Context: an optimization exercise on an open-source flow, tuned for small area, a short achievable clock period and few clock cycles. The choices shown serve that exercise and are no tape-out recipe. No driver is modelled on the clock port, so clocking that relies on it looks cheaper here than on a real chip. Power and IR drop assume default switching activity.

==> flow/design.v (excerpt) <==
module round_robin_thread_scheduler
#(
  parameter int MAX_THREADS = 16
) (
  input  wire logic        clk_i,
  input  wire logic        rst_ni,
  input  wire logic        in_valid_i,
  output logic             in_stall_o,
  input  wire logic [2:0]  mode_i,
  input  wire logic [3:0]  thread_id_i,
  input  wire logic [15:0] sleep_quanta_i,
  output logic             out_valid_o,
  input  wire logic        out_stall_i,
  output logic [1:0]       status_o,
  output logic [31:0]      result_value_o,
  output logic [3:0]       running_thread_o,
  output logic             running_valid_o,
  output logic [31:0]      total_quanta_o
);
  localparam int N = 16;
  logic [N-1:0]  used_q, rdy_q, held_q, slp_q;
  logic [31:0]   ptq_q [N];
  logic [15:0]   dl_q  [N];
  logic [N*N-1:0] ob_q;
  logic [3:0]    cur_q;
  logic          curv_q;
  logic [31:0]   gq_q;
  logic          ov_q;
  logic [1:0]    st_q;
  logic [31:0]   val_q;
  logic          stall_q, qry_q, qv_q;
  logic          sw_q, pop_q, rq_q;
  logic          spawn_q, term_q, blk_q, res_q, slpc_q;
  logic [N-1:0]  tsel;
  assign in_stall_o = stall_q;
  logic accept;
  assign accept = in_valid_i & ~in_stall_o;
  function automatic logic older(input logic [N*N-1:0] m, input int i, input int j);
    older = (i < j) ? m[i*N+j] : ~m[j*N+i];
  endfunction
  logic [N-1:0] head_oh;
  always_comb begin
    for (int i = 0; i < N; i++) begin
      head_oh[i] = rdy_q[i];
      for (int j = 0; j < N; j++)
        if (j != i) head_oh[i] = head_oh[i] & (~rdy_q[j] | older(ob_q, i, j));
    end
  end
  logic [3:0] head;
  always_comb begin
    head = '0;
    for (int i = 0; i < N; i++) if (head_oh[i]) head = head | 4'(i);
  end
  logic qne;
  assign qne = |rdy_q;
  logic [N-1:0] tid_oh, cur_oh;
  always_comb begin
    for (int i = 0; i < N; i++) begin
      tid_oh[i] = thread_id_i == 4'(i);
      cur_oh[i] = cur_q == 4'(i);
    end
  end
  logic [3:0] fid;
  logic       anyfree;
  always_comb begin
    fid = '0;
    for (int i = N-1; i >= 0; i--) if (!used_q[i]) fid = 4'(i);
  end
  assign anyfree = ~&used_q;
  logic [N-1:0] fid_oh;
  always_comb begin
    for (int i = 0; i < N; i++) fid_oh[i] = ~used_q[i] & (&(used_q | ~((N'(1) << i) - N'(1))));
  end
  logic [N-1:0] rsel_q, rsel_d;
  logic [31:0]  rdat, rinc;
  always_comb begin
    rdat = '0;
  ...
For scale: roughly 1,100 flip-flops, roughly 49,000 um^2 of cells after synthesis.
Settings: LEC_CHECK=0, CAP_MARGIN=20, CORE_MARGIN=2, CORE_UTILIZATION=60, PLACE_DENSITY=0.7, SLEW_MARGIN=20, TNS_END_PERCENT=0; clock period 12.0 ns.
standard.sh (not shown) runs the stock make flow with config.mk's settings and CLKGATE_MAP_FILE= SYNTH_SCRIPT=/design/flow/synth_recipe.tcl, a recipe that flattens the netlist after the stock synthesis.
==> flow/flow/run.sh <==
#!/bin/bash
# Standard layout with a tighter setup repair target (the clock stays at the design's period),
# a clock tree of fewer buffers and no dummy loads, port buffers sized up before clock tree
# synthesis, and cells stepped down in size after it wherever the worst slack allows.
cp standard.sh standard_copy.txt
export SETUP_SLACK_MARGIN=${SETUP_SLACK_MARGIN_OVERRIDE:-8.8}
export CTS_ARGS="-sink_clustering_enable -repair_clock_nets -dont_use_dummy_load -sink_clustering_size 22 -sink_clustering_max_diameter 100 -buf_list {sky130_fd_sc_hd__clkbuf_16}"
export PRE_CTS_TCL=$PWD/flow/iobuf.tcl
export POST_CTS_TCL=$PWD/flow/downsize.tcl
bash standard.sh > standard.log 2>&1
Other scripts of this flow, unchanged in this note and not shown: flow/flow/downsize.tcl, flow/flow/iobuf.tcl
Next try:
--- a/flow/design.v
+++ b/flow/design.v
@@ -58,17 +58,19 @@
   logic [31:0]   ptq_q [N];
   logic [15:0]   dl_q  [N];
   logic [N*N-1:0] ob_q;
   logic [3:0]    cur_q;
   logic          curv_q;
   logic [31:0]   gq_q;
   logic          ov_q;
-  logic [1:0]    st_q;
-  logic [31:0]   val_q;
-  logic          stall_q, qry_q, qv_q;
+  logic [1:0]    st_q, sto_q;
+  logic [3:0]    sid_q;
+  logic          qres_q;
+  logic [31:0]   valo_q;
+  logic          stall_q, qry_q;
   logic          sw_q, pop_q, rq_q;
   logic          spawn_q, term_q, blk_q, res_q, slpc_q;
   logic [N-1:0]  tsel;
   assign in_stall_o = stall_q;
   logic accept;
   assign accept = in_valid_i & ~in_stall_o;
   function automatic logic older(input logic [N*N-1:0] m, input int i, input int j);
@@ -191,22 +193,26 @@
         rsel_q <= rsel_d;
         if (sw) gq_q <= gq_inc;
       end
     end
   end
   always_ff @(posedge clk_i) begin
     if (accept) begin
-      st_q  <= st_d;
-      val_q <= (is_spawn && anyfree) ? 32'(fid) : 32'd0;
+      st_q   <= st_d;
+      sid_q  <= (is_spawn && anyfree) ? fid : 4'd0;
+      qres_q <= is_qry & usedt;
     end
-    if (qv_q) val_q <= rdat;
+  end
+  always_ff @(posedge clk_i) begin
+    sto_q <= accept ? st_d : st_q;
+    if (accept) valo_q <= (is_spawn && anyfree) ? 32'(fid) : 32'd0;
+    else valo_q <= qres_q ? rdat : 32'(sid_q);
   end
   always_ff @(posedge clk_i) begin
     sw_q    <= accept & sw;
-    qv_q    <= accept & is_qry & usedt;
     pop_q   <= accept & sw & qne;
     rq_q    <= accept & is_tick & curv_q & qne;
     spawn_q <= accept & is_spawn & anyfree;
     term_q  <= accept & is_term & usedt;
     blk_q   <= accept & is_blk & usedt;
     res_q   <= accept & is_res & usedt;
     slpc_q  <= accept & is_slp & slp_ok;
@@ -275,24 +281,22 @@
     else if (pwe[0]) ptq_q[0] <= pwd;
   end
   always_ff @(posedge clk_i) begin
     for (int i = 1; i < N; i++)
       if (pwe[i]) ptq_q[i] <= pwd;
   end
   assign out_valid_o      = ov_q;
-  assign status_o         = st_q;
-  assign result_value_o   = val_q;
+  assign status_o         = sto_q;
+  assign result_value_o   = valo_q;
   logic [3:0]  curo_q;
   logic        curvo_q;
   logic [31:0] gqo_q;
   always_ff @(posedge clk_i) begin
-    if (accept) begin
-      curo_q  <= cur_d;
-      curvo_q <= curv_d;
-    end
+    curo_q  <= accept ? cur_d : cur_q;
+    curvo_q <= accept ? curv_d : curv_q;
     if (!rst_ni) gqo_q <= gq_q;
     else if (accept && sw) gqo_q <= gq_inc;
   end
   assign running_thread_o = curo_q;
   assign running_valid_o  = curvo_q;
   assign total_quanta_o   = gqo_q;
 endmodule
Effect: Wire length grows slightly; count of clock-buffer cells in the layout is unchanged; combinational power grows by a few percent; clock power stays flat; power grows by a few percent; fmax grows by a few percent; hold slack is about the same; final cell count grows slightly; area after synthesis grows slightly; synthesized cell count grows slightly; worst setup slack improves by 86 ps; die area grows slightly; global-route usage is about the same.
Function was not checked in any run of this note: the RTL went through the layout flow alone.

[afterwards: timing with drivers on the ports]
How much do the figures lean on ideal ports? The routed layouts below were timed once more, with nothing changed but the port constraints.
Step 1, drivers: a clkbuf_16 drives clk_i and a buf_2 each remaining input, both assumed.
Step 2 also shifts input and output timing later by t, the mid clock arrival at the registers, as if the neighbouring blocks saw the same clock.
a / b / c = ideal / step 1 / step 2; a / b = the first two.
run | t (ns) | setup WS [ns] | hold WS [ns]
the first run | 0.712 | 8.109 / 8.109 / 7.492 | 0.475 / 0.475 / 0.475
the second run | 0.720 | 8.195 / 8.195 / 7.655 | 0.476 / 0.476 / 0.476
After both steps setup and hold are still met in every run listed. The setup slack of the first run, which loses most, moves by 0.000 ns with the drivers and by -0.617 ns with both steps.
